Source: an optimization exercise on an open RTL-to-GDS flow (aim: small area). Production flows keep margins and buffers that such runs may drop.
Only simulation tests tie the RTL to the original design; equivalence was not proved.
The clock port is modelled as an ideal driver; clocking choices that lean on that would not hold on a real chip.

===== flow/config.mk =====
export PLATFORM = sky130hd
export DESIGN_NAME = twiddle_mul_stage4
export DESIGN_NICKNAME = twiddle_mul_stage4
export VERILOG_FILES = /design/flow/design.v
export SDC_FILE = /design/flow/constraint.sdc
export NUM_CORES = 4
export LEC_CHECK = 0
export CAP_MARGIN = 20
export CORE_MARGIN = 2
export CORE_UTILIZATION = 40
export SLEW_MARGIN = 20
export SYNTH_HIERARCHICAL = 1

===== flow/constraint.sdc =====
create_clock -name core_clock -period 7.0 [get_ports {clk}]
set_input_delay 1.4000 -clock core_clock [delete_from_list [all_inputs] [get_ports {clk}]]
set_output_delay 1.4000 -clock core_clock [all_outputs]
set_load 0.01 [all_outputs]

===== flow/design.v =====
module twiddle_mul_stage4 (
    input  logic               clk,
    input  logic               rst,
    input  logic               in_valid,
    input  logic               in_start,
    input  logic signed [15:0] in_r,
    input  logic signed [15:0] in_i,
    output logic [1:0]         rom_4_counter,
    input  logic signed [8:0]  w_r,
    input  logic signed [8:0]  w_i,
    output logic               out_valid,
    output logic               out_last,
    output logic signed [15:0] out_r,
    output logic signed [15:0] out_i
);
    logic [4:0] cnt_q;
    wire  [4:0] cnt_eff = (in_valid && in_start) ? 5'd0 : cnt_q;
    assign rom_4_counter = cnt_eff[2] ? cnt_eff[1:0] : 2'd0;
    always_ff @(posedge clk) begin
        if (rst)
            cnt_q <= 5'd0;
        else if (in_valid)
            cnt_q <= cnt_eff + 5'd1;
    end
    logic v1_q, v2_q, l1_q, l2_q, out_valid_q, out_last_q;
    always_ff @(posedge clk) begin
        if (rst) begin
            v1_q        <= 1'b0;
            v2_q        <= 1'b0;
            out_valid_q <= 1'b0;
            out_last_q  <= 1'b0;
        end else begin
            v1_q        <= in_valid;
            v2_q        <= v1_q;
            out_valid_q <= v2_q;
            out_last_q  <= v2_q & l2_q;
        end
    end
    always_ff @(posedge clk) begin
        l1_q <= (cnt_eff == 5'd31);
        l2_q <= l1_q;
    end
    logic [15:0] ma, mb;
    logic [8:0]  mc, md;
    always_ff @(posedge clk) begin
        ma <= in_r;
        mb <= in_i;
        mc <= w_r;
        md <= w_i;
    end
    wire ecw0 = mc[1] & ~mc[0];
    wire eco1 = mc[2] ^ mc[1];
    wire ecw2 = (mc[3] & ~mc[2] & ~mc[1]) | (~mc[3] & mc[2] & mc[1]);
    wire eco3 = mc[4] ^ mc[3];
    wire ecw4 = (mc[5] & ~mc[4] & ~mc[3]) | (~mc[5] & mc[4] & mc[3]);
    wire eco5 = mc[6] ^ mc[5];
    wire ecw6 = (mc[7] & ~mc[6] & ~mc[5]) | (~mc[7] & mc[6] & mc[5]);
    wire eco7 = mc[8] ^ mc[7];
    wire edw8 = md[1] & ~md[0];
    wire edo9 = md[2] ^ md[1];
    wire edw10 = (md[3] & ~md[2] & ~md[1]) | (~md[3] & md[2] & md[1]);
    wire edo11 = md[4] ^ md[3];
    wire edw12 = (md[5] & ~md[4] & ~md[3]) | (~md[5] & md[4] & md[3]);
    wire edo13 = md[6] ^ md[5];
    wire edw14 = (md[7] & ~md[6] & ~md[5]) | (~md[7] & md[6] & md[5]);
    wire edo15 = md[8] ^ md[7];
    wire [16:0] rw16;
    tw_row2 u_rw16 (.x(ma), .s1(mc[0]), .s2(ecw0), .n(mc[1]), .p(rw16));
    wire [16:0] rw17;
    tw_row2 u_rw17 (.x(ma), .s1(eco1), .s2(ecw2), .n(mc[3]), .p(rw17));
    wire [16:0] rw18;
    tw_row2 u_rw18 (.x(ma), .s1(eco3), .s2(ecw4), .n(mc[5]), .p(rw18));
    wire [16:0] rw19;
    tw_row2 u_rw19 (.x(ma), .s1(eco5), .s2(ecw6), .n(mc[7]), .p(rw19));
    wire [15:0] rw20;
    tw_row1 u_rw20 (.x(ma), .s(eco7), .n(mc[8]), .p(rw20));
    wire nn21 = ~md[1];
    wire [16:0] rw22;
    tw_row2 u_rw22 (.x(mb), .s1(md[0]), .s2(edw8), .n(nn21), .p(rw22));
    wire nn23 = ~md[3];
    wire [16:0] rw24;
    tw_row2 u_rw24 (.x(mb), .s1(edo9), .s2(edw10), .n(nn23), .p(rw24));
    wire nn25 = ~md[5];
    wire [16:0] rw26;
    tw_row2 u_rw26 (.x(mb), .s1(edo11), .s2(edw12), .n(nn25), .p(rw26));
    wire nn27 = ~md[7];
    wire [16:0] rw28;
    tw_row2 u_rw28 (.x(mb), .s1(edo13), .s2(edw14), .n(nn27), .p(rw28));
    wire nn29 = ~md[8];
    wire [15:0] rw30;
    tw_row1 u_rw30 (.x(mb), .s(edo15), .n(nn29), .p(rw30));
    wire ci31 = ~rw17[15];
    wire ci32 = ~rw17[16];
    wire ci33 = ~rw18[16];
    wire ci34 = ~rw19[16];
    wire h35, h36;
    tw_ha u_h35 (.a(rw16[6]), .b(rw17[4]), .s(h35), .co(h36));
    wire f37, f38;
    tw_fa u_f37 (.a(rw16[8]), .b(rw17[6]), .c(rw18[4]), .s(f37), .co(f38));
    wire h39, h40;
    tw_ha u_h39 (.a(rw19[2]), .b(rw20[0]), .s(h39), .co(h40));
    wire f41, f42;
    tw_fa u_f41 (.a(rw16[9]), .b(rw17[7]), .c(rw18[5]), .s(f41), .co(f42));
    wire h43, h44;
    tw_ha u_h43 (.a(rw19[3]), .b(rw20[1]), .s(h43), .co(h44));
    wire f45, f46;
    tw_fa u_f45 (.a(rw16[10]), .b(rw17[8]), .c(rw18[6]), .s(f45), .co(f46));
    wire h47, h48;
    tw_ha u_h47 (.a(rw19[4]), .b(rw20[2]), .s(h47), .co(h48));
    wire f49, f50;
    tw_fa u_f49 (.a(rw16[11]), .b(rw17[9]), .c(rw18[7]), .s(f49), .co(f50));
    wire h51, h52;
    tw_ha u_h51 (.a(rw19[5]), .b(rw20[3]), .s(h51), .co(h52));
    wire f53, f54;
    tw_fa u_f53 (.a(rw16[12]), .b(rw17[10]), .c(rw18[8]), .s(f53), .co(f54));
    wire h55, h56;
    tw_ha u_h55 (.a(rw19[6]), .b(rw20[4]), .s(h55), .co(h56));
    wire f57, f58;
    tw_fa u_f57 (.a(rw16[13]), .b(rw17[11]), .c(rw18[9]), .s(f57), .co(f58));
    wire h59, h60;
    tw_ha u_h59 (.a(rw19[7]), .b(rw20[5]), .s(h59), .co(h60));
    wire f61, f62;
    tw_fa u_f61 (.a(rw16[14]), .b(rw17[12]), .c(rw18[10]), .s(f61), .co(f62));
    wire h63, h64;
    tw_ha u_h63 (.a(rw19[8]), .b(rw20[6]), .s(h63), .co(h64));
    wire f65, f66;
    tw_fa u_f65 (.a(rw16[15]), .b(rw17[13]), .c(rw18[11]), .s(f65), .co(f66));
    wire h67, h68;
    tw_ha u_h67 (.a(rw19[9]), .b(rw20[7]), .s(h67), .co(h68));
    wire f69, f70;
    tw_fa u_f69 (.a(rw16[16]), .b(rw17[14]), .c(rw18[12]), .s(f69), .co(f70));
    wire h71, h72;
    tw_ha u_h71 (.a(rw19[10]), .b(rw20[8]), .s(h71), .co(h72));
    wire h73, h74;
    tw_ha u_h73 (.a(rw18[13]), .b(rw19[11]), .s(h73), .co(h74));
    wire h75, h76;
    tw_ha u_h75 (.a(rw18[14]), .b(rw19[12]), .s(h75), .co(h76));
    wire f77, f78;
    tw_fa u_f77 (.a(rw16[4]), .b(rw17[2]), .c(rw18[0]), .s(f77), .co(f78));
    wire h79, h80;
    tw_ha u_h79 (.a(rw16[5]), .b(rw17[3]), .s(h79), .co(h80));
    wire f81, f82;
    tw_fa u_f81 (.a(h35), .b(rw18[2]), .c(rw19[0]), .s(f81), .co(f82));
    wire f83, f84;
    tw_fa u_f83 (.a(mc[7]), .b(rw22[6]), .c(rw24[4]), .s(f83), .co(f84));
    wire f85, f86;
    tw_fa u_f85 (.a(h36), .b(rw16[7]), .c(rw17[5]), .s(f85), .co(f86));
    wire f87, f88;
    tw_fa u_f87 (.a(rw18[3]), .b(rw19[1]), .c(rw22[7]), .s(f87), .co(f88));
    wire h89, h90;
    tw_ha u_h89 (.a(rw24[5]), .b(rw26[3]), .s(h89), .co(h90));
    wire f91, f92;
    tw_fa u_f91 (.a(f37), .b(h39), .c(mc[8]), .s(f91), .co(f92));
    wire f93, f94;
    tw_fa u_f93 (.a(rw22[8]), .b(rw24[6]), .c(rw26[4]), .s(f93), .co(f94));
    wire f95, f96;
    tw_fa u_f95 (.a(rw28[2]), .b(rw30[0]), .c(nn29), .s(f95), .co(f96));
    wire f97, f98;
    tw_fa u_f97 (.a(f38), .b(h40), .c(f41), .s(f97), .co(f98));
    wire f99, f100;
    tw_fa u_f99 (.a(h43), .b(rw22[9]), .c(rw24[7]), .s(f99), .co(f100));
    wire f101, f102;
    tw_fa u_f101 (.a(rw26[5]), .b(rw28[3]), .c(rw30[1]), .s(f101), .co(f102));
    wire f103, f104;
    tw_fa u_f103 (.a(f42), .b(h44), .c(f45), .s(f103), .co(f104));
    wire f105, f106;
    tw_fa u_f105 (.a(h47), .b(rw22[10]), .c(rw24[8]), .s(f105), .co(f106));
    wire f107, f108;
    tw_fa u_f107 (.a(rw26[6]), .b(rw28[4]), .c(rw30[2]), .s(f107), .co(f108));
    wire f109, f110;
    tw_fa u_f109 (.a(f46), .b(h48), .c(f49), .s(f109), .co(f110));
    wire f111, f112;
    tw_fa u_f111 (.a(h51), .b(rw22[11]), .c(rw24[9]), .s(f111), .co(f112));
    wire f113, f114;
    tw_fa u_f113 (.a(rw26[7]), .b(rw28[5]), .c(rw30[3]), .s(f113), .co(f114));
    wire f115, f116;
    tw_fa u_f115 (.a(f50), .b(h52), .c(f53), .s(f115), .co(f116));
    wire f117, f118;
    tw_fa u_f117 (.a(h55), .b(rw22[12]), .c(rw24[10]), .s(f117), .co(f118));
    wire f119, f120;
    tw_fa u_f119 (.a(rw26[8]), .b(rw28[6]), .c(rw30[4]), .s(f119), .co(f120));
    wire f121, f122;
    tw_fa u_f121 (.a(f54), .b(h56), .c(f57), .s(f121), .co(f122));
    wire f123, f124;
    tw_fa u_f123 (.a(h59), .b(rw22[13]), .c(rw24[11]), .s(f123), .co(f124));
    wire f125, f126;
    tw_fa u_f125 (.a(rw26[9]), .b(rw28[7]), .c(rw30[5]), .s(f125), .co(f126));
    wire f127, f128;
    tw_fa u_f127 (.a(f58), .b(h60), .c(f61), .s(f127), .co(f128));
    wire f129, f130;
    tw_fa u_f129 (.a(h63), .b(rw22[14]), .c(rw24[12]), .s(f129), .co(f130));
    wire f131, f132;
    tw_fa u_f131 (.a(rw26[10]), .b(rw28[8]), .c(rw30[6]), .s(f131), .co(f132));
    wire f133, f134;
    tw_fa u_f133 (.a(f62), .b(h64), .c(f65), .s(f133), .co(f134));
    wire f135, f136;
    tw_fa u_f135 (.a(h67), .b(rw22[15]), .c(rw24[13]), .s(f135), .co(f136));
    wire f137, f138;
    tw_fa u_f137 (.a(rw26[11]), .b(rw28[9]), .c(rw30[7]), .s(f137), .co(f138));
    wire f139, f140;
    tw_fa u_f139 (.a(f66), .b(h68), .c(f69), .s(f139), .co(f140));
    wire f141, f142;
    tw_fa u_f141 (.a(h71), .b(rw22[16]), .c(rw24[14]), .s(f141), .co(f142));
    wire f143, f144;
    tw_fa u_f143 (.a(rw26[12]), .b(rw28[10]), .c(rw30[8]), .s(f143), .co(f144));
    wire f145, f146;
    tw_fa u_f145 (.a(f70), .b(h72), .c(h73), .s(f145), .co(f146));
    wire f147, f148;
    tw_fa u_f147 (.a(rw20[9]), .b(rw24[15]), .c(rw26[13]), .s(f147), .co(f148));
    wire f149, f150;
    tw_fa u_f149 (.a(rw28[11]), .b(rw30[9]), .c(ci31), .s(f149), .co(f150));
    wire f151, f152;
    tw_fa u_f151 (.a(h74), .b(h75), .c(rw20[10]), .s(f151), .co(f152));
    wire f153, f154;
    tw_fa u_f153 (.a(rw24[16]), .b(rw26[14]), .c(rw28[12]), .s(f153), .co(f154));
    wire f155, f156;
    tw_fa u_f155 (.a(rw30[10]), .b(rw17[15]), .c(ci32), .s(f155), .co(f156));
    wire f157, f158;
    tw_fa u_f157 (.a(h76), .b(rw18[15]), .c(rw19[13]), .s(f157), .co(f158));
    wire f159, f160;
    tw_fa u_f159 (.a(rw20[11]), .b(rw26[15]), .c(rw28[13]), .s(f159), .co(f160));
    wire h161, h162;
    tw_ha u_h161 (.a(rw30[11]), .b(rw17[16]), .s(h161), .co(h162));
    wire f163, f164;
    tw_fa u_f163 (.a(rw19[14]), .b(rw20[12]), .c(rw26[16]), .s(f163), .co(f164));
    wire h165, h166;
    tw_ha u_h165 (.a(rw28[14]), .b(rw30[12]), .s(h165), .co(h166));
    wire h167, h168;
    tw_ha u_h167 (.a(rw19[15]), .b(rw20[13]), .s(h167), .co(h168));
    wire f169, f170;
    tw_fa u_f169 (.a(rw16[2]), .b(rw17[0]), .c(mc[3]), .s(f169), .co(f170));
    wire h171, h172;
    tw_ha u_h171 (.a(rw16[3]), .b(rw17[1]), .s(h171), .co(h172));
    wire f173, f174;
    tw_fa u_f173 (.a(f77), .b(mc[5]), .c(rw22[4]), .s(f173), .co(f174));
    wire h175, h176;
    tw_ha u_h175 (.a(rw24[2]), .b(rw26[0]), .s(h175), .co(h176));
    wire f177, f178;
    tw_fa u_f177 (.a(f78), .b(h79), .c(rw18[1]), .s(f177), .co(f178));
    wire f179, f180;
    tw_fa u_f179 (.a(rw22[5]), .b(rw24[3]), .c(rw26[1]), .s(f179), .co(f180));
    wire f181, f182;
    tw_fa u_f181 (.a(h80), .b(f81), .c(f83), .s(f181), .co(f182));
    wire f183, f184;
    tw_fa u_f183 (.a(rw26[2]), .b(rw28[0]), .c(nn27), .s(f183), .co(f184));
    wire f185, f186;
    tw_fa u_f185 (.a(f82), .b(f84), .c(f85), .s(f185), .co(f186));
    wire f187, f188;
    tw_fa u_f187 (.a(f87), .b(h89), .c(rw28[1]), .s(f187), .co(f188));
    wire f189, f190;
    tw_fa u_f189 (.a(f86), .b(f88), .c(h90), .s(f189), .co(f190));
    wire f191, f192;
    tw_fa u_f191 (.a(f91), .b(f93), .c(f95), .s(f191), .co(f192));
    wire f193, f194;
    tw_fa u_f193 (.a(f92), .b(f94), .c(f96), .s(f193), .co(f194));
    wire f195, f196;
    tw_fa u_f195 (.a(f97), .b(f99), .c(f101), .s(f195), .co(f196));
    wire f197, f198;
    tw_fa u_f197 (.a(f98), .b(f100), .c(f102), .s(f197), .co(f198));
    wire f199, f200;
    tw_fa u_f199 (.a(f103), .b(f105), .c(f107), .s(f199), .co(f200));
    wire f201, f202;
    tw_fa u_f201 (.a(f104), .b(f106), .c(f108), .s(f201), .co(f202));
    wire f203, f204;
    tw_fa u_f203 (.a(f109), .b(f111), .c(f113), .s(f203), .co(f204));
    wire f205, f206;
    tw_fa u_f205 (.a(f110), .b(f112), .c(f114), .s(f205), .co(f206));
    wire f207, f208;
    tw_fa u_f207 (.a(f115), .b(f117), .c(f119), .s(f207), .co(f208));
    wire f209, f210;
    tw_fa u_f209 (.a(f116), .b(f118), .c(f120), .s(f209), .co(f210));
    wire f211, f212;
    tw_fa u_f211 (.a(f121), .b(f123), .c(f125), .s(f211), .co(f212));
    wire f213, f214;
    tw_fa u_f213 (.a(f122), .b(f124), .c(f126), .s(f213), .co(f214));
    wire f215, f216;
    tw_fa u_f215 (.a(f127), .b(f129), .c(f131), .s(f215), .co(f216));
    wire f217, f218;
    tw_fa u_f217 (.a(f128), .b(f130), .c(f132), .s(f217), .co(f218));
    wire f219, f220;
    tw_fa u_f219 (.a(f133), .b(f135), .c(f137), .s(f219), .co(f220));
    wire f221, f222;
    tw_fa u_f221 (.a(f134), .b(f136), .c(f138), .s(f221), .co(f222));
    wire f223, f224;
    tw_fa u_f223 (.a(f139), .b(f141), .c(f143), .s(f223), .co(f224));
    wire f225, f226;
    tw_fa u_f225 (.a(f140), .b(f142), .c(f144), .s(f225), .co(f226));
    wire f227, f228;
    tw_fa u_f227 (.a(f145), .b(f147), .c(f149), .s(f227), .co(f228));
    wire f229, f230;
    tw_fa u_f229 (.a(f146), .b(f148), .c(f150), .s(f229), .co(f230));
    wire f231, f232;
    tw_fa u_f231 (.a(f151), .b(f153), .c(f155), .s(f231), .co(f232));
    wire f233, f234;
    tw_fa u_f233 (.a(f152), .b(f154), .c(f156), .s(f233), .co(f234));
    wire f235, f236;
    tw_fa u_f235 (.a(f157), .b(f159), .c(h161), .s(f235), .co(f236));
    wire f237, f238;
    tw_fa u_f237 (.a(f158), .b(f160), .c(h162), .s(f237), .co(f238));
    wire f239, f240;
    tw_fa u_f239 (.a(f163), .b(h165), .c(ci33), .s(f239), .co(f240));
    wire f241, f242;
    tw_fa u_f241 (.a(f164), .b(h166), .c(h167), .s(f241), .co(f242));
    wire f243, f244;
    tw_fa u_f243 (.a(rw28[15]), .b(rw30[13]), .c(rw18[16]), .s(f243), .co(f244));
    wire f245, f246;
    tw_fa u_f245 (.a(h168), .b(rw20[14]), .c(rw28[16]), .s(f245), .co(f246));
    wire h247, h248;
    tw_ha u_h247 (.a(rw30[14]), .b(ci34), .s(h247), .co(h248));
    wire h249, h250;
    tw_ha u_h249 (.a(rw20[15]), .b(rw30[15]), .s(h249), .co(h250));
    wire h251, h252;
    tw_ha u_h251 (.a(rw16[0]), .b(mc[1]), .s(h251), .co(h252));
    wire h253, h254;
    tw_ha u_h253 (.a(f169), .b(rw22[2]), .s(h253), .co(h254));
    wire f255, f256;
    tw_fa u_f255 (.a(f170), .b(h171), .c(rw22[3]), .s(f255), .co(f256));
    wire f257, f258;
    tw_fa u_f257 (.a(h172), .b(f173), .c(h175), .s(f257), .co(f258));
    wire f259, f260;
    tw_fa u_f259 (.a(f174), .b(h176), .c(f177), .s(f259), .co(f260));
    wire f261, f262;
    tw_fa u_f261 (.a(f178), .b(f180), .c(f181), .s(f261), .co(f262));
    wire f263, f264;
    tw_fa u_f263 (.a(f182), .b(f184), .c(f185), .s(f263), .co(f264));
    wire f265, f266;
    tw_fa u_f265 (.a(f186), .b(f188), .c(f189), .s(f265), .co(f266));
    wire f267, f268;
    tw_fa u_f267 (.a(f190), .b(f192), .c(f193), .s(f267), .co(f268));
    wire f269, f270;
    tw_fa u_f269 (.a(f194), .b(f196), .c(f197), .s(f269), .co(f270));
    wire f271, f272;
    tw_fa u_f271 (.a(f198), .b(f200), .c(f201), .s(f271), .co(f272));
    wire f273, f274;
    tw_fa u_f273 (.a(f202), .b(f204), .c(f205), .s(f273), .co(f274));
    wire f275, f276;
    tw_fa u_f275 (.a(f206), .b(f208), .c(f209), .s(f275), .co(f276));
    wire f277, f278;
    tw_fa u_f277 (.a(f210), .b(f212), .c(f213), .s(f277), .co(f278));
    wire f279, f280;
    tw_fa u_f279 (.a(f214), .b(f216), .c(f217), .s(f279), .co(f280));
    wire f281, f282;
    tw_fa u_f281 (.a(f218), .b(f220), .c(f221), .s(f281), .co(f282));
    wire f283, f284;
    tw_fa u_f283 (.a(f222), .b(f224), .c(f225), .s(f283), .co(f284));
    wire f285, f286;
    tw_fa u_f285 (.a(f226), .b(f228), .c(f229), .s(f285), .co(f286));
    wire f287, f288;
    tw_fa u_f287 (.a(f230), .b(f232), .c(f233), .s(f287), .co(f288));
    wire f289, f290;
    tw_fa u_f289 (.a(f234), .b(f236), .c(f237), .s(f289), .co(f290));
    wire f291, f292;
    tw_fa u_f291 (.a(f238), .b(f240), .c(f241), .s(f291), .co(f292));
    wire f293, f294;
    tw_fa u_f293 (.a(f242), .b(f244), .c(f245), .s(f293), .co(f294));
    wire f295, f296;
    tw_fa u_f295 (.a(f246), .b(h248), .c(h249), .s(f295), .co(f296));
    wire h297, h298;
    tw_ha u_h297 (.a(h251), .b(rw22[0]), .s(h297), .co(h298));
    wire f299, f300;
    tw_fa u_f299 (.a(h252), .b(rw16[1]), .c(rw22[1]), .s(f299), .co(f300));
    wire f301, f302;
    tw_fa u_f301 (.a(h253), .b(rw24[0]), .c(nn23), .s(f301), .co(f302));
    wire f303, f304;
    tw_fa u_f303 (.a(h254), .b(f255), .c(rw24[1]), .s(f303), .co(f304));
    wire f305, f306;
    tw_fa u_f305 (.a(f256), .b(f257), .c(nn25), .s(f305), .co(f306));
    wire f307, f308;
    tw_fa u_f307 (.a(f258), .b(f259), .c(f179), .s(f307), .co(f308));
    wire f309, f310;
    tw_fa u_f309 (.a(f260), .b(f261), .c(f183), .s(f309), .co(f310));
    wire f311, f312;
    tw_fa u_f311 (.a(f262), .b(f263), .c(f187), .s(f311), .co(f312));
    wire f313, f314;
    tw_fa u_f313 (.a(f264), .b(f265), .c(f191), .s(f313), .co(f314));
    wire f315, f316;
    tw_fa u_f315 (.a(f266), .b(f267), .c(f195), .s(f315), .co(f316));
    wire f317, f318;
    tw_fa u_f317 (.a(f268), .b(f269), .c(f199), .s(f317), .co(f318));
    wire f319, f320;
    tw_fa u_f319 (.a(f270), .b(f271), .c(f203), .s(f319), .co(f320));
    wire f321, f322;
    tw_fa u_f321 (.a(f272), .b(f273), .c(f207), .s(f321), .co(f322));
    wire f323, f324;
    tw_fa u_f323 (.a(f274), .b(f275), .c(f211), .s(f323), .co(f324));
    wire f325, f326;
    tw_fa u_f325 (.a(f276), .b(f277), .c(f215), .s(f325), .co(f326));
    wire f327, f328;
    tw_fa u_f327 (.a(f278), .b(f279), .c(f219), .s(f327), .co(f328));
    wire f329, f330;
    tw_fa u_f329 (.a(f280), .b(f281), .c(f223), .s(f329), .co(f330));
    wire f331, f332;
    tw_fa u_f331 (.a(f282), .b(f283), .c(f227), .s(f331), .co(f332));
    wire f333, f334;
    tw_fa u_f333 (.a(f284), .b(f285), .c(f231), .s(f333), .co(f334));
    wire f335, f336;
    tw_fa u_f335 (.a(f286), .b(f287), .c(f235), .s(f335), .co(f336));
    wire f337, f338;
    tw_fa u_f337 (.a(f288), .b(f289), .c(f239), .s(f337), .co(f338));
    wire f339, f340;
    tw_fa u_f339 (.a(f290), .b(f291), .c(f243), .s(f339), .co(f340));
    wire f341, f342;
    tw_fa u_f341 (.a(f292), .b(f293), .c(h247), .s(f341), .co(f342));
    wire f343, f344;
    tw_fa u_f343 (.a(f294), .b(f295), .c(rw19[16]), .s(f343), .co(f344));
    wire h345, h346;
    tw_ha u_h345 (.a(f296), .b(h250), .s(h345), .co(h346));
    wire [25:0] rsa = {h346, f344, f342, f340, f338, f336, f334, f332, f330, f328, f326, f324, f322, f320, f318, f316, f314, f312, f310, f308, f306, f304, f302, f300, h298, h297};
    wire [25:0] rsb = {1'b1, h345, f343, f341, f339, f337, f335, f333, f331, f329, f327, f325, f323, f321, f319, f317, f315, f313, f311, f309, f307, f305, f303, f301, f299, nn21};
    wire [25:0] re_sum = rsa + rsb;
    wire [16:0] rw347;
    tw_row2 u_rw347 (.x(ma), .s1(md[0]), .s2(edw8), .n(md[1]), .p(rw347));
    wire [16:0] rw348;
    tw_row2 u_rw348 (.x(ma), .s1(edo9), .s2(edw10), .n(md[3]), .p(rw348));
    wire [16:0] rw349;
    tw_row2 u_rw349 (.x(ma), .s1(edo11), .s2(edw12), .n(md[5]), .p(rw349));
    wire [16:0] rw350;
    tw_row2 u_rw350 (.x(ma), .s1(edo13), .s2(edw14), .n(md[7]), .p(rw350));
    wire [15:0] rw351;
    tw_row1 u_rw351 (.x(ma), .s(edo15), .n(md[8]), .p(rw351));
    wire [16:0] rw352;
    tw_row2 u_rw352 (.x(mb), .s1(mc[0]), .s2(ecw0), .n(mc[1]), .p(rw352));
    wire [16:0] rw353;
    tw_row2 u_rw353 (.x(mb), .s1(eco1), .s2(ecw2), .n(mc[3]), .p(rw353));
    wire [16:0] rw354;
    tw_row2 u_rw354 (.x(mb), .s1(eco3), .s2(ecw4), .n(mc[5]), .p(rw354));
    wire [16:0] rw355;
    tw_row2 u_rw355 (.x(mb), .s1(eco5), .s2(ecw6), .n(mc[7]), .p(rw355));
    wire [15:0] rw356;
    tw_row1 u_rw356 (.x(mb), .s(eco7), .n(mc[8]), .p(rw356));
    wire ci357 = ~rw348[15];
    wire ci358 = ~rw348[16];
    wire ci359 = ~rw349[16];
    wire ci360 = ~rw350[16];
    wire h361, h362;
    tw_ha u_h361 (.a(rw347[6]), .b(rw348[4]), .s(h361), .co(h362));
    wire f363, f364;
    tw_fa u_f363 (.a(rw347[8]), .b(rw348[6]), .c(rw349[4]), .s(f363), .co(f364));
    wire h365, h366;
    tw_ha u_h365 (.a(rw350[2]), .b(rw351[0]), .s(h365), .co(h366));
    wire f367, f368;
    tw_fa u_f367 (.a(rw347[9]), .b(rw348[7]), .c(rw349[5]), .s(f367), .co(f368));
    wire h369, h370;
    tw_ha u_h369 (.a(rw350[3]), .b(rw351[1]), .s(h369), .co(h370));
    wire f371, f372;
    tw_fa u_f371 (.a(rw347[10]), .b(rw348[8]), .c(rw349[6]), .s(f371), .co(f372));
    wire h373, h374;
    tw_ha u_h373 (.a(rw350[4]), .b(rw351[2]), .s(h373), .co(h374));
    wire f375, f376;
    tw_fa u_f375 (.a(rw347[11]), .b(rw348[9]), .c(rw349[7]), .s(f375), .co(f376));
    wire h377, h378;
    tw_ha u_h377 (.a(rw350[5]), .b(rw351[3]), .s(h377), .co(h378));
    wire f379, f380;
    tw_fa u_f379 (.a(rw347[12]), .b(rw348[10]), .c(rw349[8]), .s(f379), .co(f380));
    wire h381, h382;
    tw_ha u_h381 (.a(rw350[6]), .b(rw351[4]), .s(h381), .co(h382));
    wire f383, f384;
    tw_fa u_f383 (.a(rw347[13]), .b(rw348[11]), .c(rw349[9]), .s(f383), .co(f384));
    wire h385, h386;
    tw_ha u_h385 (.a(rw350[7]), .b(rw351[5]), .s(h385), .co(h386));
    wire f387, f388;
    tw_fa u_f387 (.a(rw347[14]), .b(rw348[12]), .c(rw349[10]), .s(f387), .co(f388));
    wire h389, h390;
    tw_ha u_h389 (.a(rw350[8]), .b(rw351[6]), .s(h389), .co(h390));
    wire f391, f392;
    tw_fa u_f391 (.a(rw347[15]), .b(rw348[13]), .c(rw349[11]), .s(f391), .co(f392));
    wire h393, h394;
    tw_ha u_h393 (.a(rw350[9]), .b(rw351[7]), .s(h393), .co(h394));
    wire f395, f396;
    tw_fa u_f395 (.a(rw347[16]), .b(rw348[14]), .c(rw349[12]), .s(f395), .co(f396));
    wire h397, h398;
    tw_ha u_h397 (.a(rw350[10]), .b(rw351[8]), .s(h397), .co(h398));
    wire h399, h400;
    tw_ha u_h399 (.a(rw349[13]), .b(rw350[11]), .s(h399), .co(h400));
    wire h401, h402;
    tw_ha u_h401 (.a(rw349[14]), .b(rw350[12]), .s(h401), .co(h402));
    wire f403, f404;
    tw_fa u_f403 (.a(rw347[4]), .b(rw348[2]), .c(rw349[0]), .s(f403), .co(f404));
    wire h405, h406;
    tw_ha u_h405 (.a(rw347[5]), .b(rw348[3]), .s(h405), .co(h406));
    wire f407, f408;
    tw_fa u_f407 (.a(h361), .b(rw349[2]), .c(rw350[0]), .s(f407), .co(f408));
    wire f409, f410;
    tw_fa u_f409 (.a(md[7]), .b(rw352[6]), .c(rw353[4]), .s(f409), .co(f410));
    wire f411, f412;
    tw_fa u_f411 (.a(h362), .b(rw347[7]), .c(rw348[5]), .s(f411), .co(f412));
    wire f413, f414;
    tw_fa u_f413 (.a(rw349[3]), .b(rw350[1]), .c(rw352[7]), .s(f413), .co(f414));
    wire h415, h416;
    tw_ha u_h415 (.a(rw353[5]), .b(rw354[3]), .s(h415), .co(h416));
    wire f417, f418;
    tw_fa u_f417 (.a(f363), .b(h365), .c(md[8]), .s(f417), .co(f418));
    wire f419, f420;
    tw_fa u_f419 (.a(rw352[8]), .b(rw353[6]), .c(rw354[4]), .s(f419), .co(f420));
    wire f421, f422;
    tw_fa u_f421 (.a(rw355[2]), .b(rw356[0]), .c(mc[8]), .s(f421), .co(f422));
    wire f423, f424;
    tw_fa u_f423 (.a(f364), .b(h366), .c(f367), .s(f423), .co(f424));
    wire f425, f426;
    tw_fa u_f425 (.a(h369), .b(rw352[9]), .c(rw353[7]), .s(f425), .co(f426));
    wire f427, f428;
    tw_fa u_f427 (.a(rw354[5]), .b(rw355[3]), .c(rw356[1]), .s(f427), .co(f428));
    wire f429, f430;
    tw_fa u_f429 (.a(f368), .b(h370), .c(f371), .s(f429), .co(f430));
    wire f431, f432;
    tw_fa u_f431 (.a(h373), .b(rw352[10]), .c(rw353[8]), .s(f431), .co(f432));
    wire f433, f434;
    tw_fa u_f433 (.a(rw354[6]), .b(rw355[4]), .c(rw356[2]), .s(f433), .co(f434));
    wire f435, f436;
    tw_fa u_f435 (.a(f372), .b(h374), .c(f375), .s(f435), .co(f436));
    wire f437, f438;
    tw_fa u_f437 (.a(h377), .b(rw352[11]), .c(rw353[9]), .s(f437), .co(f438));
    wire f439, f440;
    tw_fa u_f439 (.a(rw354[7]), .b(rw355[5]), .c(rw356[3]), .s(f439), .co(f440));
    wire f441, f442;
    tw_fa u_f441 (.a(f376), .b(h378), .c(f379), .s(f441), .co(f442));
    wire f443, f444;
    tw_fa u_f443 (.a(h381), .b(rw352[12]), .c(rw353[10]), .s(f443), .co(f444));
    wire f445, f446;
    tw_fa u_f445 (.a(rw354[8]), .b(rw355[6]), .c(rw356[4]), .s(f445), .co(f446));
    wire f447, f448;
    tw_fa u_f447 (.a(f380), .b(h382), .c(f383), .s(f447), .co(f448));
    wire f449, f450;
    tw_fa u_f449 (.a(h385), .b(rw352[13]), .c(rw353[11]), .s(f449), .co(f450));
    wire f451, f452;
    tw_fa u_f451 (.a(rw354[9]), .b(rw355[7]), .c(rw356[5]), .s(f451), .co(f452));
    wire f453, f454;
    tw_fa u_f453 (.a(f384), .b(h386), .c(f387), .s(f453), .co(f454));
    wire f455, f456;
    tw_fa u_f455 (.a(h389), .b(rw352[14]), .c(rw353[12]), .s(f455), .co(f456));
    wire f457, f458;
    tw_fa u_f457 (.a(rw354[10]), .b(rw355[8]), .c(rw356[6]), .s(f457), .co(f458));
    wire f459, f460;
    tw_fa u_f459 (.a(f388), .b(h390), .c(f391), .s(f459), .co(f460));
    wire f461, f462;
    tw_fa u_f461 (.a(h393), .b(rw352[15]), .c(rw353[13]), .s(f461), .co(f462));
    wire f463, f464;
    tw_fa u_f463 (.a(rw354[11]), .b(rw355[9]), .c(rw356[7]), .s(f463), .co(f464));
    wire f465, f466;
    tw_fa u_f465 (.a(f392), .b(h394), .c(f395), .s(f465), .co(f466));
    wire f467, f468;
    tw_fa u_f467 (.a(h397), .b(rw352[16]), .c(rw353[14]), .s(f467), .co(f468));
    wire f469, f470;
    tw_fa u_f469 (.a(rw354[12]), .b(rw355[10]), .c(rw356[8]), .s(f469), .co(f470));
    wire f471, f472;
    tw_fa u_f471 (.a(f396), .b(h398), .c(h399), .s(f471), .co(f472));
    wire f473, f474;
    tw_fa u_f473 (.a(rw351[9]), .b(rw353[15]), .c(rw354[13]), .s(f473), .co(f474));
    wire f475, f476;
    tw_fa u_f475 (.a(rw355[11]), .b(rw356[9]), .c(ci357), .s(f475), .co(f476));
    wire f477, f478;
    tw_fa u_f477 (.a(h400), .b(h401), .c(rw351[10]), .s(f477), .co(f478));
    wire f479, f480;
    tw_fa u_f479 (.a(rw353[16]), .b(rw354[14]), .c(rw355[12]), .s(f479), .co(f480));
    wire f481, f482;
    tw_fa u_f481 (.a(rw356[10]), .b(rw348[15]), .c(ci358), .s(f481), .co(f482));
    wire f483, f484;
    tw_fa u_f483 (.a(h402), .b(rw349[15]), .c(rw350[13]), .s(f483), .co(f484));
    wire f485, f486;
    tw_fa u_f485 (.a(rw351[11]), .b(rw354[15]), .c(rw355[13]), .s(f485), .co(f486));
    wire h487, h488;
    tw_ha u_h487 (.a(rw356[11]), .b(rw348[16]), .s(h487), .co(h488));
    wire f489, f490;
    tw_fa u_f489 (.a(rw350[14]), .b(rw351[12]), .c(rw354[16]), .s(f489), .co(f490));
    wire h491, h492;
    tw_ha u_h491 (.a(rw355[14]), .b(rw356[12]), .s(h491), .co(h492));
    wire h493, h494;
    tw_ha u_h493 (.a(rw350[15]), .b(rw351[13]), .s(h493), .co(h494));
    wire f495, f496;
    tw_fa u_f495 (.a(rw347[2]), .b(rw348[0]), .c(md[3]), .s(f495), .co(f496));
    wire h497, h498;
    tw_ha u_h497 (.a(rw347[3]), .b(rw348[1]), .s(h497), .co(h498));
    wire f499, f500;
    tw_fa u_f499 (.a(f403), .b(md[5]), .c(rw352[4]), .s(f499), .co(f500));
    wire h501, h502;
    tw_ha u_h501 (.a(rw353[2]), .b(rw354[0]), .s(h501), .co(h502));
    wire f503, f504;
    tw_fa u_f503 (.a(f404), .b(h405), .c(rw349[1]), .s(f503), .co(f504));
    wire f505, f506;
    tw_fa u_f505 (.a(rw352[5]), .b(rw353[3]), .c(rw354[1]), .s(f505), .co(f506));
    wire f507, f508;
    tw_fa u_f507 (.a(h406), .b(f407), .c(f409), .s(f507), .co(f508));
    wire f509, f510;
    tw_fa u_f509 (.a(rw354[2]), .b(rw355[0]), .c(mc[7]), .s(f509), .co(f510));
    wire f511, f512;
    tw_fa u_f511 (.a(f408), .b(f410), .c(f411), .s(f511), .co(f512));
    wire f513, f514;
    tw_fa u_f513 (.a(f413), .b(h415), .c(rw355[1]), .s(f513), .co(f514));
    wire f515, f516;
    tw_fa u_f515 (.a(f412), .b(f414), .c(h416), .s(f515), .co(f516));
    wire f517, f518;
    tw_fa u_f517 (.a(f417), .b(f419), .c(f421), .s(f517), .co(f518));
    wire f519, f520;
    tw_fa u_f519 (.a(f418), .b(f420), .c(f422), .s(f519), .co(f520));
    wire f521, f522;
    tw_fa u_f521 (.a(f423), .b(f425), .c(f427), .s(f521), .co(f522));
    wire f523, f524;
    tw_fa u_f523 (.a(f424), .b(f426), .c(f428), .s(f523), .co(f524));
    wire f525, f526;
    tw_fa u_f525 (.a(f429), .b(f431), .c(f433), .s(f525), .co(f526));
    wire f527, f528;
    tw_fa u_f527 (.a(f430), .b(f432), .c(f434), .s(f527), .co(f528));
    wire f529, f530;
    tw_fa u_f529 (.a(f435), .b(f437), .c(f439), .s(f529), .co(f530));
    wire f531, f532;
    tw_fa u_f531 (.a(f436), .b(f438), .c(f440), .s(f531), .co(f532));
    wire f533, f534;
    tw_fa u_f533 (.a(f441), .b(f443), .c(f445), .s(f533), .co(f534));
    wire f535, f536;
    tw_fa u_f535 (.a(f442), .b(f444), .c(f446), .s(f535), .co(f536));
    wire f537, f538;
    tw_fa u_f537 (.a(f447), .b(f449), .c(f451), .s(f537), .co(f538));
    wire f539, f540;
    tw_fa u_f539 (.a(f448), .b(f450), .c(f452), .s(f539), .co(f540));
    wire f541, f542;
    tw_fa u_f541 (.a(f453), .b(f455), .c(f457), .s(f541), .co(f542));
    wire f543, f544;
    tw_fa u_f543 (.a(f454), .b(f456), .c(f458), .s(f543), .co(f544));
    wire f545, f546;
    tw_fa u_f545 (.a(f459), .b(f461), .c(f463), .s(f545), .co(f546));
    wire f547, f548;
    tw_fa u_f547 (.a(f460), .b(f462), .c(f464), .s(f547), .co(f548));
    wire f549, f550;
    tw_fa u_f549 (.a(f465), .b(f467), .c(f469), .s(f549), .co(f550));
    wire f551, f552;
    tw_fa u_f551 (.a(f466), .b(f468), .c(f470), .s(f551), .co(f552));
    wire f553, f554;
    tw_fa u_f553 (.a(f471), .b(f473), .c(f475), .s(f553), .co(f554));
    wire f555, f556;
    tw_fa u_f555 (.a(f472), .b(f474), .c(f476), .s(f555), .co(f556));
    wire f557, f558;
    tw_fa u_f557 (.a(f477), .b(f479), .c(f481), .s(f557), .co(f558));
    wire f559, f560;
    tw_fa u_f559 (.a(f478), .b(f480), .c(f482), .s(f559), .co(f560));
    wire f561, f562;
    tw_fa u_f561 (.a(f483), .b(f485), .c(h487), .s(f561), .co(f562));
    wire f563, f564;
    tw_fa u_f563 (.a(f484), .b(f486), .c(h488), .s(f563), .co(f564));
    wire f565, f566;
    tw_fa u_f565 (.a(f489), .b(h491), .c(ci359), .s(f565), .co(f566));
    wire f567, f568;
    tw_fa u_f567 (.a(f490), .b(h492), .c(h493), .s(f567), .co(f568));
    wire f569, f570;
    tw_fa u_f569 (.a(rw355[15]), .b(rw356[13]), .c(rw349[16]), .s(f569), .co(f570));
    wire f571, f572;
    tw_fa u_f571 (.a(h494), .b(rw351[14]), .c(rw355[16]), .s(f571), .co(f572));
    wire h573, h574;
    tw_ha u_h573 (.a(rw356[14]), .b(ci360), .s(h573), .co(h574));
    wire h575, h576;
    tw_ha u_h575 (.a(rw351[15]), .b(rw356[15]), .s(h575), .co(h576));
    wire h577, h578;
    tw_ha u_h577 (.a(rw347[0]), .b(md[1]), .s(h577), .co(h578));
    wire h579, h580;
    tw_ha u_h579 (.a(f495), .b(rw352[2]), .s(h579), .co(h580));
    wire f581, f582;
    tw_fa u_f581 (.a(f496), .b(h497), .c(rw352[3]), .s(f581), .co(f582));
    wire f583, f584;
    tw_fa u_f583 (.a(h498), .b(f499), .c(h501), .s(f583), .co(f584));
    wire f585, f586;
    tw_fa u_f585 (.a(f500), .b(h502), .c(f503), .s(f585), .co(f586));
    wire f587, f588;
    tw_fa u_f587 (.a(f504), .b(f506), .c(f507), .s(f587), .co(f588));
    wire f589, f590;
    tw_fa u_f589 (.a(f508), .b(f510), .c(f511), .s(f589), .co(f590));
    wire f591, f592;
    tw_fa u_f591 (.a(f512), .b(f514), .c(f515), .s(f591), .co(f592));
    wire f593, f594;
    tw_fa u_f593 (.a(f516), .b(f518), .c(f519), .s(f593), .co(f594));
    wire f595, f596;
    tw_fa u_f595 (.a(f520), .b(f522), .c(f523), .s(f595), .co(f596));
    wire f597, f598;
    tw_fa u_f597 (.a(f524), .b(f526), .c(f527), .s(f597), .co(f598));
    wire f599, f600;
    tw_fa u_f599 (.a(f528), .b(f530), .c(f531), .s(f599), .co(f600));
    wire f601, f602;
    tw_fa u_f601 (.a(f532), .b(f534), .c(f535), .s(f601), .co(f602));
    wire f603, f604;
    tw_fa u_f603 (.a(f536), .b(f538), .c(f539), .s(f603), .co(f604));
    wire f605, f606;
    tw_fa u_f605 (.a(f540), .b(f542), .c(f543), .s(f605), .co(f606));
    wire f607, f608;
    tw_fa u_f607 (.a(f544), .b(f546), .c(f547), .s(f607), .co(f608));
    wire f609, f610;
    tw_fa u_f609 (.a(f548), .b(f550), .c(f551), .s(f609), .co(f610));
    wire f611, f612;
    tw_fa u_f611 (.a(f552), .b(f554), .c(f555), .s(f611), .co(f612));
    wire f613, f614;
    tw_fa u_f613 (.a(f556), .b(f558), .c(f559), .s(f613), .co(f614));
    wire f615, f616;
    tw_fa u_f615 (.a(f560), .b(f562), .c(f563), .s(f615), .co(f616));
    wire f617, f618;
    tw_fa u_f617 (.a(f564), .b(f566), .c(f567), .s(f617), .co(f618));
    wire f619, f620;
    tw_fa u_f619 (.a(f568), .b(f570), .c(f571), .s(f619), .co(f620));
    wire f621, f622;
    tw_fa u_f621 (.a(f572), .b(h574), .c(h575), .s(f621), .co(f622));
    wire h623, h624;
    tw_ha u_h623 (.a(h577), .b(rw352[0]), .s(h623), .co(h624));
    wire f625, f626;
    tw_fa u_f625 (.a(h578), .b(rw347[1]), .c(rw352[1]), .s(f625), .co(f626));
    wire f627, f628;
    tw_fa u_f627 (.a(h579), .b(rw353[0]), .c(mc[3]), .s(f627), .co(f628));
    wire f629, f630;
    tw_fa u_f629 (.a(h580), .b(f581), .c(rw353[1]), .s(f629), .co(f630));
    wire f631, f632;
    tw_fa u_f631 (.a(f582), .b(f583), .c(mc[5]), .s(f631), .co(f632));
    wire f633, f634;
    tw_fa u_f633 (.a(f584), .b(f585), .c(f505), .s(f633), .co(f634));
    wire f635, f636;
    tw_fa u_f635 (.a(f586), .b(f587), .c(f509), .s(f635), .co(f636));
    wire f637, f638;
    tw_fa u_f637 (.a(f588), .b(f589), .c(f513), .s(f637), .co(f638));
    wire f639, f640;
    tw_fa u_f639 (.a(f590), .b(f591), .c(f517), .s(f639), .co(f640));
    wire f641, f642;
    tw_fa u_f641 (.a(f592), .b(f593), .c(f521), .s(f641), .co(f642));
    wire f643, f644;
    tw_fa u_f643 (.a(f594), .b(f595), .c(f525), .s(f643), .co(f644));
    wire f645, f646;
    tw_fa u_f645 (.a(f596), .b(f597), .c(f529), .s(f645), .co(f646));
    wire f647, f648;
    tw_fa u_f647 (.a(f598), .b(f599), .c(f533), .s(f647), .co(f648));
    wire f649, f650;
    tw_fa u_f649 (.a(f600), .b(f601), .c(f537), .s(f649), .co(f650));
    wire f651, f652;
    tw_fa u_f651 (.a(f602), .b(f603), .c(f541), .s(f651), .co(f652));
    wire f653, f654;
    tw_fa u_f653 (.a(f604), .b(f605), .c(f545), .s(f653), .co(f654));
    wire f655, f656;
    tw_fa u_f655 (.a(f606), .b(f607), .c(f549), .s(f655), .co(f656));
    wire f657, f658;
    tw_fa u_f657 (.a(f608), .b(f609), .c(f553), .s(f657), .co(f658));
    wire f659, f660;
    tw_fa u_f659 (.a(f610), .b(f611), .c(f557), .s(f659), .co(f660));
    wire f661, f662;
    tw_fa u_f661 (.a(f612), .b(f613), .c(f561), .s(f661), .co(f662));
    wire f663, f664;
    tw_fa u_f663 (.a(f614), .b(f615), .c(f565), .s(f663), .co(f664));
    wire f665, f666;
    tw_fa u_f665 (.a(f616), .b(f617), .c(f569), .s(f665), .co(f666));
    wire f667, f668;
    tw_fa u_f667 (.a(f618), .b(f619), .c(h573), .s(f667), .co(f668));
    wire f669, f670;
    tw_fa u_f669 (.a(f620), .b(f621), .c(rw350[16]), .s(f669), .co(f670));
    wire h671, h672;
    tw_ha u_h671 (.a(f622), .b(h576), .s(h671), .co(h672));
    wire [25:0] isa = {h672, f670, f668, f666, f664, f662, f660, f658, f656, f654, f652, f650, f648, f646, f644, f642, f640, f638, f636, f634, f632, f630, f628, f626, h624, h623};
    wire [25:0] isb = {1'b1, h671, f669, f667, f665, f663, f661, f659, f657, f655, f653, f651, f649, f647, f645, f643, f641, f639, f637, f635, f633, f631, f629, f627, f625, mc[1]};
    wire [25:0] im_sum = isa + isb;
    wire re_sat_ovf = ~(&re_sum[25:22] | ~|re_sum[25:22]);
    wire [15:0] re_sat = re_sat_ovf ? {re_sum[25], {15{~re_sum[25]}}} : re_sum[22:7];
    wire im_sat_ovf = ~(&im_sum[25:22] | ~|im_sum[25:22]);
    wire [15:0] im_sat = im_sat_ovf ? {im_sum[25], {15{~im_sum[25]}}} : im_sum[22:7];
    logic [15:0] r2_q, i2_q;
    always_ff @(posedge clk) begin
        r2_q <= re_sat;
        i2_q <= im_sat;
    end
    logic [15:0] out_r_q, out_i_q;
    always_ff @(posedge clk) begin
        if (rst) begin
            out_r_q <= 16'd0;
            out_i_q <= 16'd0;
        end else if (v2_q) begin
            out_r_q <= r2_q;
            out_i_q <= i2_q;
        end
    end
    assign out_valid = out_valid_q;
    assign out_last  = out_last_q;
    assign out_r     = out_r_q;
    assign out_i     = out_i_q;
endmodule
module tw_row2 (input logic [15:0] x, input logic s1, s2, n, output logic [16:0] p);
    wire [16:0] t = (({x[15], x} & {17{s1}}) | ({x, 1'b0} & {17{s2}})) ^ {17{n}};
    assign p = {~t[16], t[15:0]};
endmodule
module tw_row1 (input logic [15:0] x, input logic s, n, output logic [15:0] p);
    wire [15:0] t = (x & {16{s}}) ^ {16{n}};
    assign p = {~t[15], t[14:0]};
endmodule
module tw_fa (input logic a, b, c, output logic s, co);
    assign s  = a ^ b ^ c;
    assign co = (a & b) | (a & c) | (b & c);
endmodule
module tw_ha (input logic a, b, output logic s, co);
    assign s  = a ^ b;
    assign co = a & b;
endmodule

===== flow/flow/run.sh =====
#!/bin/bash
# Standard synthesis, then every cell swapped to the smallest drive strength
# of its family (flow/downsize.tcl), then the standard layout steps, whose
# timing repair sizes cells back up where the clock period needs it.
set -euo pipefail
R=orfs/results/$FLOW_PLATFORM/twiddle_mul_stage4/base
bash standard.sh synth > synth.log 2>&1
cp $R/1_synth.odb 1_synth_standard.odb
LIB=$(ls $FLOW_HOME/platforms/$FLOW_PLATFORM/lib/sky130_fd_sc_hd__tt_025C_1v80.lib) \
PLATFORM_DIR=$FLOW_HOME/platforms/$FLOW_PLATFORM \
IN_ODB=1_synth_standard.odb IN_SDC=$R/1_synth.sdc OUT_ODB=$R/1_synth.odb REMOVE_BUFS=1 \
  openroad -exit -no_init flow/downsize.tcl > downsize.log 2>&1
touch $R/1_synth.sdc
rm -f 1_synth_standard.odb
bash standard.sh > layout.log 2>&1

===== flow/flow/downsize.tcl =====
# Swap every standard cell to the smallest-area cell of the same function
# family (same name up to the drive-strength suffix), after removing the
# buffers synthesis inserted. Timing repair in the later flow steps sizes
# cells back up where the clock period needs it.
read_liberty $::env(LIB)
read_db $::env(IN_ODB)
read_sdc $::env(IN_SDC)
source $::env(PLATFORM_DIR)/setRC.tcl
set db [ord::get_db]
set block [ord::get_db_block]
set before 0.0
foreach inst [$block getInsts] {
  set m [$inst getMaster]
  set before [expr {$before + double([$m getWidth]) * [$m getHeight]}]
}
if {[info exists ::env(REMOVE_BUFS)] && $::env(REMOVE_BUFS)} {
  remove_buffers
}
array set best {}
foreach lib [$db getLibs] {
  foreach m [$lib getMasters] {
    set n [$m getName]
    if {![regexp {^(sky130_fd_sc_hd__[a-z0-9]+)_([0-9]+)$} $n -> base sz]} continue
    if {[string match *lpflow* $n] || [string match *probe* $n]} continue
    if {[get_lib_cells -quiet */$n] eq ""} continue
    set a [expr {double([$m getWidth]) * [$m getHeight]}]
    if {![info exists best($base)] || $a < [lindex $best($base) 1]} {
      set best($base) [list $m $a]
    }
  }
}
set swapped 0
foreach inst [$block getInsts] {
  set n [[$inst getMaster] getName]
  if {![regexp {^(sky130_fd_sc_hd__[a-z0-9]+)_([0-9]+)$} $n -> base sz]} continue
  if {![info exists best($base)]} continue
  set nm [lindex $best($base) 0]
  if {[$nm getName] ne $n} {
    $inst swapMaster $nm
    incr swapped
  }
}
set after 0.0
foreach inst [$block getInsts] {
  set m [$inst getMaster]
  set after [expr {$after + double([$m getWidth]) * [$m getHeight]}]
}
set dbu [$block getDbUnitsPerMicron]
puts "downsize: swapped $swapped cells, area [expr {$before/$dbu/$dbu}] -> [expr {$after/$dbu/$dbu}]"
write_db $::env(OUT_ODB)

===== flow/standard.sh =====
#!/bin/bash
# synth_recipe.tcl (not shown) runs the flow's synth.tcl, then flattens the netlist and writes it again
# the make line also repeats each setting of config.mk as NAME=value (left out here)
make -C /OpenROAD-flow-scripts/flow DESIGN_CONFIG=/design/flow/config.mk WORK_HOME=/design/flow/orfs CLKGATE_MAP_FILE= SYNTH_SCRIPT=/design/flow/synth_recipe.tcl "${@:-finish}"

==> summary.txt, run 1 <==
Syn Nets - 1,989
DRC - 0
Crit Path Category - flop to flop
N_diodes - 0
Htree depth - 4
Final Max Tran Viols - 0
Worst R2R End - i2_q[13]$_DFF_P_
Non-Filler Instances - 2,319
Clock buffers created by TritonCTS - 17
Site row count - 74
Status - finished clean
Drt first pass iters - 7
CTS Hold Bufs - 0
Io pins - 90
TritonCTS Sinks - 125
DR vias - 13,260
Crit-path max FO - 15
Endpoint class of the critical path - flop
Worst Path Required - 7360 ps
Gr ovfl total - 0
Max-cap viol count - 0
Max Buffers Root-to-Sink - 2
Die W - 208.1 µm
R2r startpoint - md[1]$_DFF_P_
Yosys Warn Count - 7
Clk_skew - 20.97 ps
Initial Util - 0.4063
Clock latency (worst-skew pair) - 470 ps
CTS Root Cell - clkbuf_16
Syn Inst Count - 1,573
Clock transition at the registers of the reported paths - 60 ps
CP arrival - 6960 ps
Hold-critical path depth - 0
Placed Instances - 2,286
Gr usage total - 0.2339
Drt via density - 5.718
Hold EP - l2_q$_DFF_P_
DR iter-0 viols - 1,155
Worst Setup Start Kind - flop
Avg WL per Cell - 21.08 µm
Synth Area per Inst - 10.60 µm²
Vias in the first global route - 14,380
RSZ-0062 raised after global routing - false
Routability Congestion - 0.9167
Setup TNS - 0 ps
P&R area growth vs syn - 18.36%
Leading cell types in the layout, fill and taps excluded - 337 x xnor2_1, 262 x fa_1, 240 x a22oi_1
Final nets - 2,190
Min Hold Slack - 326.7 ps
CORE AREA - 0.04102 mm²
Worst-Margin Slew - 859.7 ps
Most common cell after layout, fill and taps aside - xnor2_1
Total Wirelength - 48,880 µm
Final hold violation count - 0
Initial antenna violation count - 0
Largest net degree at the start of global routing - 41
Post-DRT Antenna Nets - 0
Die area - 0.04331 mm²
Port bufs - 89
Hold Path Class - flop to flop
Height of the die - 208.1 µm
Fin crit share - 0.9419
Relative slew slack - 0.4269
Dpl hpwl - 37,720 µm
Crit path time final - 6594 ps
Post-Syn Area - 0.01667 mm²
Worst hold path startpoint - l1_q$_DFF_P_
CTS tree - yes
# setup viols final - 0
Cell depth of the worst flop-to-flop path - 20
Reg2Reg Setup Slack - 410 ps
Max Freq - 151.7 MHz
Fraction of layout cells with a size suffix above 1 - 0.08562
First-pass GRT wire length - 79,700 µm
## routing by layer
metal,up-vias,track usage,routed length [µm]
met2,433,0.3932,23980
met1,6734,0.3043,21290
li1,6020,-,-
met3,74,0.04015,2630
met5,-,0,0
met4,0,0.08211,979
## through the flow
stage | setup slack, ps | util | area, µm²
after floorplan | 128.7 | - | 16800
after global placement | 139.5 | 0.4646 | 19060
after detailed placement | 58.29 | 0.4646 | 19060
after CTS | 17.97 | 0.4796 | 19670
after global routing | 38.48 | 0.4809 | 19730
final | 406.4 | 0.4809 | 19730
## worst max path at each step
stage,from,to,slack (ps),cells past startpoint
6_report,md[1]$_DFF_P_,i2_q[13]$_DFF_P_,410,20
3_3_place_gp,md[2]$_DFF_P_,i2_q[10]$_DFF_P_,140,19
2_1_floorplan,md[1]$_DFF_P_,i2_q[0]$_DFF_P_,130,19
3_5_place_dp,md[4]$_DFF_P_,i2_q[5]$_DFF_P_,60,19
4_1_cts,md[1]$_DFF_P_,i2_q[5]$_DFF_P_,20,19
5_1_grt,md[3]$_DFF_P_,i2_q[13]$_DFF_P_,40,21
## timing repair
item                       CTS  global route
pin swaps                    0             1
hold endpoints to repair     0             0
buffers inserted             0             1
gates cloned                 0             0
gates resized for setup      1             7
setup endpoints to repair    2            30
## cell type report
cell class | count | area [µm²]
fill | 3823 | 21290
multi-input combinational | 1425 | 14240
clock inverter | 12 | 158.9
timing repair buffer | 182 | 1600
tap | 532 | 665.6
sequential | 125 | 2522
clock buffer | 20 | 446.7
inverter | 23 | 86.33
## critical path, cell delays in order, from the launching register on
cell and delay [ps]:
dfxtp_2 480, inv_1 130, nor2_4 320, o21ai_0 170, xor2_1 200, fa_1 580
fa_1 440, fa_1 470, fa_1 570, fa_1 450, ha_1 380, a21oi_1 210
o21ai_0 170, a221oi_1 310, o41ai_1 140, a41oi_1 290, xor2_1 200, o31ai_1 330
a211oi_2 110, buf_4 190, o41ai_1 350
## state kept, by name (all words and copies together) (netlist names), 5 cells and up
name / flops
r2_q: 16
cnt_q: 5
md: 9
mb: 16
out_i_q: 16
ma: 16
out_r_q: 16
i2_q: 16
mc: 9
==> inputs of run 2 (changes only) <==
--- a/flow/flow/run.sh
+++ b/flow/flow/run.sh
@@ -2,7 +2,9 @@
 # Standard synthesis, then every cell swapped to the smallest drive strength
 # of its family (flow/downsize.tcl), then the standard layout steps, whose
-# timing repair sizes cells back up where the clock period needs it.
+# timing repair sizes cells back up where the clock period needs it. After
+# CTS, flow/post_cts.tcl shrinks cells that have slack to spare.
 set -euo pipefail
 R=orfs/results/$FLOW_PLATFORM/twiddle_mul_stage4/base
+export FLOW_FLOW_DIR=$PWD/flow
 bash standard.sh synth > synth.log 2>&1
 cp $R/1_synth.odb 1_synth_standard.odb
@@ -13,3 +15,3 @@
 touch $R/1_synth.sdc
 rm -f 1_synth_standard.odb
-bash standard.sh > layout.log 2>&1
+bash standard.sh POST_CTS_TCL=$PWD/flow/post_cts.tcl "BUFFER_PORTS_ARGS=-buffer_cell sky130_fd_sc_hd__buf_1" finish > layout.log 2>&1
==> flow/flow/post_cts.tcl (new file) <==
# Hooked in after CTS (POST_CTS_TCL): give back drive strength the timing
# repair did not need.
source $::env(FLOW_FLOW_DIR)/shrink.tcl
shrink_cells 0.05
==> flow/flow/shrink.tcl (new file) <==
# Greedy area recovery: try each cell at the smallest drive strength of its
# family that keeps setup slack >= margin and adds no slew/cap violation.
proc shrink_cells {margin} {
  set db [ord::get_db]
  set block [ord::get_db_block]
  array set fam {}
  foreach lib [$db getLibs] {
    foreach m [$lib getMasters] {
      set n [$m getName]
      if {![regexp {^(sky130_fd_sc_hd__[a-z0-9]+)_([0-9]+)$} $n -> base sz]} continue
      if {[string match *lpflow* $n] || [string match *probe* $n]} continue
      if {[get_lib_cells -quiet */$n] eq ""} continue
      lappend fam($base) [list [expr {double([$m getWidth]) * [$m getHeight]}] $n]
    }
  }
  foreach b [array names fam] { set fam($b) [lsort -real -index 0 $fam($b)] }
  set cands {}
  foreach inst [$block getInsts] {
    set n [[$inst getMaster] getName]
    if {![regexp {^(sky130_fd_sc_hd__[a-z0-9]+)_([0-9]+)$} $n -> base sz]} continue
    if {[string match *clkbuf* $n] || [string match *clkinv* $n] || [string match *dlygate* $n] || [string match *clkdlybuf* $n]} continue
    if {![info exists fam($base)]} continue
    set m [$inst getMaster]
    set a [expr {double([$m getWidth]) * [$m getHeight]}]
    if {$a <= [lindex $fam($base) 0 0]} continue
    lappend cands [list $a [$inst getName] $base $n]
  }
  set cands [lsort -real -decreasing -index 0 $cands]
  set ws0 [sta::worst_slack_cmd max]
  set thr [expr {min($ws0, $margin * 1e-9)}]
  set vs0 [sta::max_slew_violation_count]
  set vc0 [sta::max_capacitance_violation_count]
  set saved 0.0
  set nsw 0
  foreach c $cands {
    lassign $c a iname base orig
    set inst [get_cells $iname]
    foreach alt $fam($base) {
      lassign $alt aa an
      if {$aa >= $a} break
      replace_cell $inst [get_lib_cells */$an]
      estimate_parasitics -placement
      if {[sta::worst_slack_cmd max] >= $thr && [sta::max_slew_violation_count] <= $vs0 && [sta::max_capacitance_violation_count] <= $vc0} {
        set saved [expr {$saved + $a - $aa}]
        incr nsw
        break
      }
      replace_cell $inst [get_lib_cells */$orig]
      estimate_parasitics -placement
    }
  }
  puts "shrink: resized $nsw cells, saved [format %.1f [expr {$saved / 1e6}]] um2"
}
--- a/flow/config.mk
+++ b/flow/config.mk
@@ -6,7 +6,8 @@
 export NUM_CORES = 4
 export LEC_CHECK = 0
-export CAP_MARGIN = 20
+export CAP_MARGIN = 0
 export CORE_MARGIN = 2
 export CORE_UTILIZATION = 40
-export SLEW_MARGIN = 20
+export CTS_BUF_LIST = sky130_fd_sc_hd__clkbuf_8
+export SLEW_MARGIN = 0
 export SYNTH_HIERARCHICAL = 1
==> run 2 against run 1 <==
Still clean. Register-to-register slack got worse by 20 ps. Cell area fell by 5.0%. Maximum frequency fell by 0.34%. Area after synthesis did not move. Final cell count rose by 0.17%. Via count fell by 0.30%. Utilization fell by 2.4 points. Global-route usage fell by 0.16 points. Clock skew fell by 0.61 ps. Largest cell class unchanged.
==> summary.txt, run 2 <==
Crit Path Category - flop to flop
Die area - 0.04331 mm²
Initial antenna violation count - 0
Hold Path Class - flop to flop
Worst R2R End - r2_q[5]$_DFF_P_
Worst Setup Start Kind - flop
Vias in the first global route - 14,280
DRC - 0
Port bufs - 89
First-pass GRT wire length - 78,780 µm
Final nets - 2,194
Gr ovfl total - 0
Worst Path Required - 7420 ps
Worst Setup Slack post-DPL - 25.79 ps
Largest net degree at the start of global routing - 41
Max-cap viol count - 0
CTS tree - yes
Worst hold path startpoint - l1_q$_DFF_P_
Most frequent cell on the critical path - fa_1
Slowest cell on crit path - fa_1
Area post-placement - 0.01853 mm²
Avg WL per Cell - 20.76 µm
Endpoint class of the critical path - flop
Gr usage total - 0.2323
Synth Area per Inst - 10.60 µm²
Syn Nets - 1,989
Clock transition at the registers of the reported paths - 80 ps
Fraction of layout cells with a size suffix above 1 - 0.05416
Largest delay share family, worst path - adder cells
Final hold violation count - 0
Reg2Reg Setup Slack - 380 ps
TritonCTS Sinks - 125
Final Max Tran Viols - 0
CP arrival - 7040 ps
CP Cell Sequence - xor2_4 > buf_1 > a22oi_1 > xnor2_1 > ha_1 > fa_1 > fa_1 > fa_1 > fa_1 > ha_1 > a21oi_1 > o21ai_0 > a21oi_1 > o21ai_0 > a21oi_1 > o31a_1 > xor2_1 > a31oi_1 > clkbuf_2 > a21o_1
CORE AREA - 0.04102 mm²
DR iter-0 viols - 967
Relative slew slack - 0.06988
Clock latency (worst-skew pair) - 530 ps
Leading cell types in the layout, fill and taps excluded - 337 x xnor2_1, 262 x fa_1, 240 x a22oi_1
Status - finished clean
Syn Inst Count - 1,573
Max Freq - 151.2 MHz
Hold EP - l2_q$_DFF_P_
Total Wirelength - 48,230 µm
Routability Congestion - 0.8995
Most common cell after layout, fill and taps aside - xnor2_1
Drt first pass iters - 8
Post-DRT Antenna Nets - 0
Final worst slack - 384.1 ps
# fillers - 3,994
N_diodes - 0
Reg area - 0.002525 mm²
Die W - 208.1 µm
Post-Syn Area - 0.01667 mm²
Yosys Warn Count - 7
Height of the die - 208.1 µm
Cell depth of the worst flop-to-flop path - 20
Worst-Margin Slew - 1395 ps
DR vias - 13,220
Crit. Startpoint - mc[1]$_DFF_P_
Final cell area excluding filler cells - 0.01873 mm²
Hold-critical path depth - 0
R2r startpoint - mc[1]$_DFF_P_
Drt via density - 5.691
Initial Util - 0.4063
Worst Path Buf+Inv - 2
Crit-path max FO - 15
CP peak stage delay - 600 ps
Site row count - 74
Dpl hpwl - 37,440 µm
Crit path time final - 6616 ps
Io pins - 90
Clk_skew - 20.36 ps
Fin crit share - 0.9451
# setup viols final - 0
P&R area growth vs syn - 12.40%
Multi-input gate area - 0.01425 mm²
run 2: worst max path at each step:
| stage | cells after the start | endpoint | slack (ps) |
|---|---|---|---|
| 6_report | 20 | r2_q[5]$_DFF_P_ | 380 |
| 5_1_grt | 18 | i2_q[13]$_DFF_P_ | -0.8 |
| 3_5_place_dp | 19 | i2_q[10]$_DFF_P_ | 30 |
| 3_3_place_gp | 18 | r2_q[7]$_DFF_P_ | 190 |
| 2_1_floorplan | 19 | i2_q[0]$_DFF_P_ | 130 |
run 2: layer usage:
metal | global-route usage | up-vias | routed length [µm]
met5 | 0 | - | 0
met1 | 0.2968 | 6641 | 20520
met4 | 0.09526 | 0 | 1458
li1 | - | 6028 | -
met3 | 0.04136 | 92 | 2918
met2 | 0.3894 | 460 | 23320
run 2: final cells by class:
class	count	share of cell area
Clock buffer	20	0.01469
Clock inverter	12	0.006412
Inverter	23	0.004609
Multi-Input combinational cell	1425	0.7610
Sequential cell	125	0.1348
Tap cell	532	0.03553
Timing Repair Buffer	186	0.04301
run 2: worst register-to-register path, delay by kind of cell (launching register included):
kind / cells / cell delay (ps)
DFF: 1 / 470
xor gates and xnor gates: 3 / 920
buffers and inverters: 2 / 560
adders and majority gates: 6 / 2720
AOI/OAI and AO/OA: 9 / 1830
run 2: through the flow:
| step | util | setup TNS [ps] | cells | hold slack (ps) |
|---|---|---|---|---|
| floorplan | - | 0 | 1573 | 309.6 |
| global placement | 0.4517 | 0 | 2289 | 313.6 |
| detailed placement | 0.4517 | 0 | 2289 | 312.1 |
| global route | 0.4567 | -0.8260 | 2323 | 346.4 |
| finish | 0.4567 | 0 | 2323 | 330.5 |

what the ideal ports hide:
The flow's constraints put no driver on any port. The routed layouts listed below were extracted and timed again, unchanged, in two steps. Step 1 sets driving cells, clkbuf_16 on the clock port and buf_2 on the other inputs (assumed; they add their load-dependent delay and slew). Step 2 adds t to the input delays and takes it off the output delays; t is the mean of the earliest and latest rising clock arrival at the registers after step 1. Input paths then give back, and output paths get back, about the clock's delay inside the block. Slacks: ideal ports / drivers / drivers and shift; pairs: ideal ports / drivers.
run | t (ns) | setup slack, ns | hold WS [ns] | latest minus earliest clock arrival (ns)
run 1 | 0.516 | 0.406 / 0.406 / 0.406 | 0.327 / 0.327 / 0.327 | 0.021 / 0.021
run 2 | 0.571 | 0.384 / 0.384 / 0.384 | 0.331 / 0.331 / 0.331 | 0.021 / 0.020
After both steps setup and hold are still met in every run listed.
